Source: an optimization exercise on an open RTL-to-GDS flow (aim: small area, a short achievable clock period and few clock cycles per item). Production flows keep margins and buffers that such runs may drop.
RTL that was checked went through simulation tests only; none was proved equivalent to the original.

exp/nickel:
## xoroshiro_range_generator_top
module xoroshiro_range_generator_top
(
  input  logic                 clk,
  input  logic                 rst,
  input  logic                 req_valid,
  output logic                 req_stall,
  input  xrg_pkg::xrg_req_t             req,
  output logic                 rsp_valid,
  input  logic                 rsp_stall,
  output xrg_pkg::xrg_rsp_t             rsp,
  input  logic                 cfg_valid,
  output logic                 cfg_ready,
  input  logic [xrg_pkg::CFG_IDX_W-1:0] cfg_index,
  input  logic [xrg_pkg::WORD_W-1:0]    cfg_data
);
  logic                      adv;
  logic [xrg_pkg::WORD_W-1:0] raw;
  assign cfg_ready = 1'b1;
  xrg_front u_front (
    .clk       (clk),
    .rst       (rst),
    .adv       (adv),
    .cfg_valid (cfg_valid),
    .cfg_index (cfg_index),
    .cfg_data  (cfg_data),
    .raw       (raw)
  );
  xrg_back u_back (
    .clk       (clk),
    .rst       (rst),
    .req_valid (req_valid),
    .req_stall (req_stall),
    .req       (req),
    .cfg_valid (cfg_valid),
    .raw       (raw),
    .adv       (adv),
    .rsp_valid (rsp_valid),
    .rsp_stall (rsp_stall),
    .rsp       (rsp)
  );
endmodule
For scale: about 4,100 cells after synthesis, about 400 flip-flops, about 38,000 um2 of cells after synthesis.
Settings: LEC_CHECK=0, CAP_MARGIN=20, CORE_MARGIN=2, CORE_UTILIZATION=50, SETUP_SLACK_MARGIN=1.5, SLEW_MARGIN=20; clock period 6.0 ns.
run.sh (not shown) runs the stock make flow with config.mk's settings and CLKGATE_MAP_FILE= SYNTH_SCRIPT=/design/flow/synth_recipe.tcl, a recipe that flattens the netlist after the stock synthesis.
> inputs changed (exp/nickel -> exp/violet)
-- flow/design.v --
<<< exp/nickel, line 142
  logic       err;
  logic [63:0] r;
  logic [63:0] b1;
  logic [63:0] rawq;      
  logic [63:0] nlo;       
  logic take;
  logic out_free;
>>> exp/violet, line 142
  logic       err;
  logic [63:0] r;
  logic [63:0] nb1;       
  logic [63:0] rawq;      
  logic [63:0] lo;        
  logic take;
  logic out_free;
<<< exp/nickel, line 150
  assign out_free = !rsp_valid || !rsp_stall;
  assign rsp      = {r, err};
  logic [63:0] diff;
  logic        diff_co;
  xrg_add #(.W(64)) u_diff (
    .a (req.bound_high), .b (~req.bound_low), .ci (1'b1), .s (diff), .co (diff_co)
  );
  logic [63:0] s1;
>>> exp/violet, line 150
  assign out_free = !rsp_valid || !rsp_stall;
  assign rsp      = {r, err};
  logic [63:0] ndiff;
  logic        ndiff_co;
  xrg_add #(.W(64)) u_diff (
    .a (req.bound_low), .b (~req.bound_high), .ci (1'b0), .s (ndiff), .co (ndiff_co)
  );
  logic [63:0] s1;
<<< exp/nickel, line 172
  logic [66:0] t3;
  logic        t3_co;
  xrg_add #(.W(64)) u_s1 (.a (r), .b (~b1),                 .ci (1'b0), .s (s1), .co (k1));
  xrg_add #(.W(64)) u_s2 (.a (r), .b (~{b1[62:0], 1'b1}),   .ci (1'b0), .s (s2), .co (k2));
  assign t3x = {3'b000, r};
  assign t3y = {3'b111, ~b1};
  assign t3z = {2'b11, ~b1, 1'b0};
  assign t3s = t3x ^ t3y ^ t3z;
  assign t3c = {(t3x[65:0] & t3y[65:0]) | (t3x[65:0] & t3z[65:0]) | (t3y[65:0] & t3z[65:0]), 1'b0};
>>> exp/violet, line 172
  logic [66:0] t3;
  logic        t3_co;
  xrg_add #(.W(64)) u_s1 (.a (r), .b (nb1),                .ci (1'b0), .s (s1), .co (k1));
  xrg_add #(.W(64)) u_s2 (.a (r), .b ({nb1[62:0], 1'b0}),  .ci (1'b0), .s (s2), .co (k2));
  assign t3x = {3'b000, r};
  assign t3y = {3'b111, nb1};
  assign t3z = {2'b11, nb1, 1'b0};
  assign t3s = t3x ^ t3y ^ t3z;
  assign t3c = {(t3x[65:0] & t3y[65:0]) | (t3x[65:0] & t3z[65:0]) | (t3y[65:0] & t3z[65:0]), 1'b0};
<<< exp/nickel, line 182
  assign s3 = t3[63:0];
  assign c1 = k1;
  assign c2 = k2 && !b1[63];
  assign c3 = !t3[66];
  always_comb begin
>>> exp/violet, line 182
  assign s3 = t3[63:0];
  assign c1 = k1;
  assign c2 = k2 && nb1[63];
  assign c3 = !t3[66];
  always_comb begin
<<< exp/nickel, line 192
  logic [31:0] pv;        
  logic [4:0]  k;
  logic [63:0] bn;
  always_comb begin
    for (int i = 0; i < 32; i++) begin
      pv[31 - i] = b1[63 - 2*i] | b1[62 - 2*i];
    end
  end
>>> exp/violet, line 192
  logic [31:0] pv;        
  logic [4:0]  k;
  logic [63:0] bn;        
  always_comb begin
    for (int i = 0; i < 32; i++) begin
      pv[31 - i] = !(nb1[63 - 2*i] && nb1[62 - 2*i]);
    end
  end
<<< exp/nickel, line 231
  logic [63:0] sh3;
  logic [63:0] sh4;
  assign sh1 = k[4] ? {b1[31:0],  {32{1'b1}}} : b1;
  assign sh2 = k[3] ? {sh1[47:0], {16{1'b1}}} : sh1;
  assign sh3 = k[2] ? {sh2[55:0], {8{1'b1}}}  : sh2;
  assign sh4 = k[1] ? {sh3[59:0], {4{1'b1}}}  : sh3;
  assign bn  = k[0] ? {sh4[61:0], {2{1'b1}}}  : sh4;
  logic is_raw;
  logic is_upto;
>>> exp/violet, line 231
  logic [63:0] sh3;
  logic [63:0] sh4;
  assign sh1 = k[4] ? {nb1[31:0], 32'd0} : nb1;
  assign sh2 = k[3] ? {sh1[47:0], 16'd0} : sh1;
  assign sh3 = k[2] ? {sh2[55:0], 8'd0}  : sh2;
  assign sh4 = k[1] ? {sh3[59:0], 4'd0}  : sh3;
  assign bn  = k[0] ? {sh4[61:0], 2'd0}  : sh4;
  logic is_raw;
  logic is_upto;
<<< exp/nickel, line 323
    end
    if (take) begin
      b1 <= (req.req_type == REQ_SPAN) ? diff : req.bound_high;
    end else if (a_go) begin
      b1 <= a_fin ? nlo : bn;
    end else if (st_div) begin
      b1 <= div_last ? nlo : {2'b00, b1[63:2]};
    end
    if (take) begin
      rawq     <= raw;
      nlo      <= ~req.bound_low;
      kind     <= req.req_type;
      hi_ones  <= (req.bound_high == ALL_ONES);
      span_lt  <= !diff_co;
      pend     <= !cfg_valid;
    end
>>> exp/violet, line 323
    end
    if (take) begin
      nb1 <= (req.req_type == REQ_SPAN) ? ndiff : ~req.bound_high;
    end else if (a_go) begin
      nb1 <= a_fin ? lo : bn;
    end else if (st_div) begin
      nb1 <= div_last ? lo : {2'b11, nb1[63:2]};
    end
    if (take) begin
      rawq     <= raw;
      lo       <= req.bound_low;
      kind     <= req.req_type;
      hi_ones  <= (req.bound_high == ALL_ONES);
      span_lt  <= ndiff_co;
      pend     <= !cfg_valid;
    end
==> comparison <==
Diff exp/violet..exp/nickel | share of synthesized cell area in and, or, nand and nor gates | negligible
Combined area of all synthesized cells, exp/violet vs exp/nickel: down by a few percent
Diff exp/nickel -> exp/violet | post-detailed-placement cell area | down by a few percent
Taking exp/nickel as the reference, in exp/violet number of clock sinks seen by CTS stayed essentially flat, fraction of met3 tracks used by global routing now smaller, number of nets in the synthesized netlist lower.
Testbench counts of exp/violet, summed over its fixed seeds: cycles 25,157, items 1,600.
The RTL of exp/nickel was laid out without a check of its function.

afterwards: timing with drivers on the ports:
The results above use ideal ports. As a check the final layouts listed here were re-extracted and re-timed, cells and wires unchanged. Step 1: set_driving_cell puts a clkbuf_16 on clk and a buf_2 on each other input, an assumption about the parent block. Step 2 adds t to the input delays and takes it off the output delays; t is the mean of the earliest and latest rising clock arrival at the registers after step 1. Input paths then give back, and output paths get back, about the clock's delay inside the block. Slacks: ideal ports / drivers / drivers and shift; pairs: ideal ports / drivers.
| run | t, ns | setup slack, ns | hold slack, ns | worst setup path after step 2 | pins driven straight from the clock port |
|---|---|---|---|---|---|
| exp/nickel | 0.691 | 1.457 / 1.457 / 1.038 | 0.512 / 0.512 / 0.512 | input to register | 1 |
| exp/violet | 0.701 | 1.474 / 1.474 / 0.901 | 0.490 / 0.490 / 0.490 | input to register | 1 |
After both steps setup and hold are still met in every run listed. The setup slack of exp/violet, which loses most, moves by 0.000 ns with the drivers and by -0.573 ns with both steps.
